What follows belongs to an exercise in optimizing a design on an open flow for small area, a short achievable clock period and few clock cycles per item; a production flow would make more cautious choices. Function was checked by simulation only, so behaviour that the tests miss may differ from the original. Power and IR drop assume default switching activity.

Setup of run Z:
==> flow/design.v <==
`timescale 1ns / 1ps
package pdtc_pkg;
  localparam int COUNT_BITS_DEF = 16;
  localparam int REG_W          = 16;
  localparam int NUM_BP         = 6;
  localparam int TEMP_W = 15;
  localparam int VOLT_W = 13;
  localparam int SEG_W  = 3;
  localparam int QW = 14;
endpackage
`timescale 1ns / 1ps
`timescale 1ns / 1ps
`timescale 1ns / 1ps
`timescale 1ns / 1ps
`timescale 1ns / 1ps
module pwm_duty_temperature_converter_top
#(
  parameter int COUNT_BITS = pdtc_pkg::COUNT_BITS_DEF
) (
  input  logic                     clk,
  input  logic                     rst_n,
  input  logic                     in_valid,
  output logic                     in_stall,
  input  logic                     in_pin_level,
  output logic                     out_valid,
  input  logic                     out_stall,
  output logic signed [pdtc_pkg::TEMP_W-1:0] out_temperature_centi,
  output logic [pdtc_pkg::VOLT_W-1:0]        out_voltage_mv,
  output logic [pdtc_pkg::SEG_W-1:0]         out_segment,
  input  logic                     cfg_valid,
  output logic                     cfg_ready,
  input  logic [2:0]               cfg_index,
  input  logic [pdtc_pkg::REG_W-1:0]         cfg_wdata
);
  logic [15:0] win_r;
  logic [15:0] bp_r [6];
  assign cfg_ready = 1'b1;
  always_ff @(posedge clk) begin
    if (!rst_n) begin
      win_r    <= 16'd40000;
      bp_r[0]  <= 16'd43133;
      bp_r[1]  <= 16'd39705;
      bp_r[2]  <= 16'd35015;
      bp_r[3]  <= 16'd28817;
      bp_r[4]  <= 16'd20964;
      bp_r[5]  <= 16'd11312;
    end else if (cfg_valid) begin
      case (cfg_index)
        3'd0: win_r   <= {cfg_wdata[15:1], cfg_wdata[0] | (cfg_wdata[15:1] == 15'd0)};
        3'd1: bp_r[0] <= cfg_wdata;
        3'd2: bp_r[1] <= cfg_wdata;
        3'd3: bp_r[2] <= cfg_wdata;
        3'd4: bp_r[3] <= cfg_wdata;
        3'd5: bp_r[4] <= cfg_wdata;
        3'd6: bp_r[5] <= cfg_wdata;
        default: ;
      endcase
    end
  end
  logic [15:0] weff;
  assign weff = win_r;
  logic [16:0] sc_r;                
  logic [15:0] hc_r;
  logic        close_r;             
  logic        hq_v;
  logic [15:0] hq_h;
  logic        stall_r;
  logic        take;
  logic        accept, push, hq_v_nxt, close_nxt;
  logic        cur, nxt, w_le1;
  logic [16:0] sc_p1;
  logic [15:0] hc_p1, hc_new;
  assign in_stall = stall_r;
  assign accept   = in_valid && !stall_r;
  assign push     = accept && close_r;
  assign hq_v_nxt = push || (hq_v && !take);
  assign sc_p1  = sc_r + 17'd1;
  assign hc_p1  = hc_r + 16'd1;
  assign hc_new = in_pin_level ? hc_p1 : hc_r;
  assign cur    = sc_r >= {1'b0, win_r};
  assign nxt    = cur || (sc_p1 == {1'b0, win_r});
  assign w_le1  = (win_r[15:1] == 15'd0);
  assign close_nxt = accept ? (close_r ? w_le1 : nxt) : cur;
  always_ff @(posedge clk) begin
    if (!rst_n) begin
      sc_r    <= 17'd1;
      hc_r    <= '0;
      hq_v    <= 1'b0;
      stall_r <= 1'b0;
      close_r <= 1'b0;
    end else begin
      if (accept) begin
        if (close_r) begin
          sc_r <= 17'd1;
          hc_r <= '0;
        end else begin
          sc_r <= sc_p1;
          hc_r <= hc_new;
        end
      end
      hq_v    <= hq_v_nxt;
      close_r <= close_nxt;
      stall_r <= (cfg_valid && (cfg_index == 3'd0)) || (hq_v_nxt && close_nxt);
    end
  end
  always_ff @(posedge clk) begin
    if (push) hq_h <= hc_new;
  end
  localparam logic [3:0] S_IDLE = 4'd0, S_D1 = 4'd2, S_M1 = 4'd3,
                         S_M2   = 4'd4, S_M3 = 4'd5, S_DIV = 4'd6, S_FIN = 4'd7;
  logic [3:0]  st_r;
  logic [3:0]  cnt_r;
  logic [2:0]  k_r;
  logic        sn_r;                
  logic        neg_r, dz_r, ovt_r, ovv_r;
  logic [30:0] xt_r, xv_r;          
  logic [16:0] ud_r;                
  logic out_free, seg;
  logic kp_v, sn_p;                 
  logic fix_r;                      
  assign out_free = !out_valid && !fix_r;
  assign seg      = hq_v && kp_v && ((st_r == S_IDLE) || (st_r == S_FIN && out_free));
  assign take     = (st_r == S_D1);
  logic [15:0] bx [7];
  logic [5:0]  s_oh;                
  logic [15:0] bsel, bsel1;
  logic        cmp;
  logic [2:0]  k_oh;
  always_comb begin
    for (int i = 0; i < 6; i++) bx[i] = bp_r[i];
    bx[6] = 16'd0;
    bsel  = '0;
    bsel1 = '0;
    for (int i = 0; i < 6; i++) begin
      bsel  = bsel  | (bx[i]   & {16{s_oh[i]}});
      bsel1 = bsel1 | (bx[i+1] & {16{s_oh[i]}});
    end
    k_oh  = {s_oh[4] | s_oh[5], s_oh[2] | s_oh[3], s_oh[1] | s_oh[3] | s_oh[5]};
    cmp   = (hq_h >= bsel);
  end
  logic [22:0] t5;
  logic [25:0] v5;
  assign t5 = {xt_r[24:4], 2'b00} + {2'b00, xt_r[24:4]};
  assign v5 = {xv_r[26:4], 2'b00} + {3'b000, xv_r[26:4]};
  logic [15:0] mag;
  assign mag = (xt_r[15:0] + ~hq_h + {15'd0, !sn_r}) ^ {16{sn_r}};
  logic [17:0] tt, tv;
  logic        get, gev;
  logic [16:0] ovt_d;
  logic        ovt_ge;
  assign ovt_d  = {1'b0, xt_r[30:15]} - {1'b0, ud_r[15:0]};
  assign ovt_ge = !ovt_d[16];
  always_comb begin
    tt  = {1'b0, xt_r[30:14]} - {2'b0, ud_r[15:0]};
    tv  = {1'b0, xv_r[30:14]} - {2'b0, weff};
    get = !tt[17];
    gev = !tv[17];
  end
  always_ff @(posedge clk) begin
    if (!rst_n) begin
      st_r <= S_IDLE;
    end else begin
      case (st_r)
        S_IDLE: if (seg) st_r <= S_D1;
        S_D1:   st_r <= S_M1;
        S_M1:   st_r <= S_M2;
        S_M2:   st_r <= S_M3;
        S_M3:   st_r <= S_DIV;
        S_DIV:  if (cnt_r == 4'd0) st_r <= S_FIN;
        S_FIN:  if (out_free) st_r <= seg ? S_D1 : S_IDLE;
        default: st_r <= S_IDLE;
      endcase
    end
  end
  always_ff @(posedge clk) begin
    if (!rst_n) begin
      kp_v  <= 1'b0;
      s_oh  <= 6'b000010;
    end else if (!hq_v || take) begin
      kp_v  <= 1'b0;
      s_oh  <= 6'b000010;
    end else if (!kp_v) begin
      if (s_oh[0]) begin
        sn_p <= cmp;
        kp_v <= 1'b1;
      end else if (cmp) begin
        s_oh <= {1'b0, s_oh[5:1]};
        sn_p <= 1'b0;
        kp_v <= !s_oh[1];
      end else if (s_oh[5]) begin
        sn_p <= 1'b0;
        kp_v <= 1'b1;
      end else begin
        s_oh <= {s_oh[4:0], 1'b0};
      end
    end
  end
  always_ff @(posedge clk) begin
    if (seg) begin
      k_r   <= k_oh;
      sn_r  <= sn_p;
      xv_r  <= {11'd0, hq_h, 4'd0};
      xt_r  <= {15'd0, bsel};
      ud_r  <= {1'b0, bsel1};
    end
    case (st_r)
      S_D1: begin
        xt_r <= {11'd0, mag, 4'd0};
        ud_r <= {1'b0, xt_r[15:0]} - ud_r;
        xv_r <= {1'b0, v5, 4'd0};
      end
      S_M1: begin
        xt_r  <= {4'd0, t5, 4'd0};
        ud_r  <= (ud_r ^ {17{ud_r[16]}}) + {16'd0, ud_r[16]};
        neg_r <= sn_r ^ ud_r[16];
        dz_r  <= (ud_r == 17'd0);
        xv_r  <= {1'b0, v5, 4'd0};
      end
      S_M2: begin
        xt_r <= {4'd0, t5, 4'd0};
        xv_r <= {1'b0, v5, 4'd0};
      end
      S_M3: begin
        xt_r  <= {4'd0, t5, 4'd0};
        xv_r  <= {1'b0, v5, 4'd0};
        cnt_r <= 4'd14;
      end
      S_DIV: begin
        cnt_r <= cnt_r - 4'd1;
        xt_r  <= {(get ? tt[15:0] : xt_r[29:14]), xt_r[13:0], get};
        xv_r  <= {(gev ? tv[15:0] : xv_r[29:14]), xv_r[13:0], gev};
        if (cnt_r == 4'd14) begin
          ovt_r <= ovt_ge;
          ovv_r <= gev;
        end
      end
      S_FIN: begin
        if (out_free) ovt_r <= tsat;
      end
      default: ;
    endcase
  end
  logic [14:0] qt, qv;
  assign qt = xt_r[14:0];
  assign qv = xv_r[14:0];
  logic [15:0] base;
  always_comb begin
    case (k_r)
      3'd0:    base = 16'd1000;
      3'd1:    base = 16'd2000;
      3'd2:    base = 16'd3000;
      3'd3:    base = 16'd4000;
      3'd4:    base = 16'd5000;
      default: base = 16'd6000;
    endcase
  end
  logic [15:0] tw, tsum;
  logic        tsat;
  logic [12:0] vfin;
  always_comb begin
    if (neg_r) tsum = base + ~{2'b00, qt[14:1]} + {15'd0, !qt[0]};
    else       tsum = base + {2'b00, qt[14:1]} + {15'd0, qt[0]};
    tw   = dz_r ? base : tsum;
    tsat = !dz_r && ovt_r;
    vfin = (ovv_r || (qv >= 15'd10000)) ? 13'd5000 : 13'((qv + 15'd1) >> 1);
  end
  logic               ov_r;
  logic signed [14:0] ot_r;
  logic               ot15_r;       
  logic [12:0]        ovm_r;
  logic [2:0]         os_r;
  logic               fin;
  assign fin                   = (st_r == S_FIN) && out_free;
  assign out_valid             = ov_r;
  assign out_temperature_centi = ot_r;
  logic thigh, tlow;
  assign thigh = !ot15_r && (ot_r > 15'd12000);
  assign tlow  = ot15_r && (ot_r < 15'd30768);      
  assign out_voltage_mv        = ovm_r;
  assign out_segment           = os_r;
  always_ff @(posedge clk) begin
    if (!rst_n) begin
      ov_r  <= 1'b0;
      fix_r <= 1'b0;
    end else begin
      fix_r <= fin;
      ov_r  <= fix_r || (ov_r && out_stall);
    end
  end
  always_ff @(posedge clk) begin
    if (fin) begin
      ot_r  <= tw[14:0];
      ot15_r <= tw[15];
      ovm_r <= vfin;
      os_r  <= k_r;
    end else if (fix_r && (ovt_r || (neg_r ? tlow : thigh))) begin
      ot_r  <= neg_r ? -15'sd2000 : 15'sd12000;
    end
  end
endmodule
Settings: LEC_CHECK=0, CAP_MARGIN=20, CORE_MARGIN=2, CORE_UTILIZATION=40, SETUP_SLACK_MARGIN=5, SLEW_MARGIN=20; clock period 8.0 ns.
run.sh (not shown) runs the stock make flow with config.mk's settings and CLKGATE_MAP_FILE= SYNTH_SCRIPT=/design/flow/synth_recipe.tcl, a recipe that flattens the netlist after the stock synthesis.
Testbench counts of run Z, summed over its fixed seeds: cycles 36,256, windows 1,024.
Modified inputs, run P compared to run Z
--- a/flow/design.v
+++ b/flow/design.v
@@ -113,5 +113,5 @@
   logic [2:0]  k_r;
   logic        sn_r;                
-  logic        neg_r, dz_r, ovt_r, ovv_r;
+  logic        neg_r, dz_r, ovt_r, ovv_r, sud_r;
   logic [30:0] xt_r, xv_r;          
   logic [16:0] ud_r;                
@@ -149,8 +149,8 @@
   logic [16:0] ovt_d;
   logic        ovt_ge;
-  assign ovt_d  = {1'b0, xt_r[30:15]} - {1'b0, ud_r[15:0]};
+  assign ovt_d  = {1'b0, xt_r[30:15]} + {1'b1, ~ud_r[15:0]} + {16'd0, !sud_r};
   assign ovt_ge = !ovt_d[16];
   always_comb begin
-    tt  = {1'b0, xt_r[30:14]} - {2'b0, ud_r[15:0]};
+    tt  = {1'b0, xt_r[30:14]} + {2'b11, ~ud_r[15:0]} + {17'd0, !sud_r};
     tv  = {1'b0, xv_r[30:14]} - {2'b0, weff};
     get = !tt[17];
@@ -212,5 +212,6 @@
       S_M1: begin
         xt_r  <= {4'd0, t5, 4'd0};
-        ud_r  <= (ud_r ^ {17{ud_r[16]}}) + {16'd0, ud_r[16]};
+        ud_r  <= {1'b0, ud_r[15:0] ^ {16{ud_r[16]}}};
+        sud_r <= ud_r[16];
         neg_r <= sn_r ^ ud_r[16];
         dz_r  <= (ud_r == 17'd0);
--- outcome ---
Compared with run Z, run P shows a critical path data arrival time that is 0.11 ns higher. Post-synthesis xor/xnor area fraction: run P vs run Z up 0.21 points. Between run Z and run P, the flow reports combinational power decreasing by a few percent. On clock-cell share of area, the lower figure sits with run Z, not run P. Changes observed in run P relative to run Z: full die area down 2.2%, global-route wire length before repair now smaller, share of the final layout cell area in multi-input gates rose by 0.34 points. Compared with run Z, run P shows a fraction of power consumed by the clock network that is 0.7 points higher. Length of the first detailed-routing pass in iterations up 3 in run P wrt run Z. Half-perimeter wire length of the detailed placement result sits lower in run P than in run Z. Looking only at area growth from synthesis to final layout, and setting everything else aside, the higher value of run P and run Z goes to run Z. Of run P and run Z, the lower clock period minus worst slack belongs to run Z.
Testbench counts of run P, summed over its fixed seeds: cycles 36,256, windows 1,024.

afterwards: timing with drivers on the ports:
How much do the figures lean on ideal ports? The routed layouts below were timed once more, with nothing changed but the port constraints.
Step 1, drivers: a clkbuf_16 drives clk and a buf_2 each remaining input, both assumed.
Step 2 moves the port delays by t, midway between the first and last clock arrival at a register: inputs arrive t later, outputs are due t later. That takes back most of the time a late clock gives input paths.
Three values: no drivers, after step 1, after step 2; two values: the first two.
run	t, ns	setup WS [ns]	hold slack, ns	worst setup path after step 2	worst register clock-pin slew, ns
run Z	0.611	4.744 / 4.744 / 4.433	0.453 / 0.453 / 0.453	input to register	0.06 / 0.06
run P	0.631	4.623 / 4.623 / 4.497	0.429 / 0.429 / 0.429	input to register	0.06 / 0.06
After both steps every run listed still meets setup and hold. The setup slack of run Z, which loses most, moves by 0.000 ns with the drivers and by -0.311 ns with both steps.
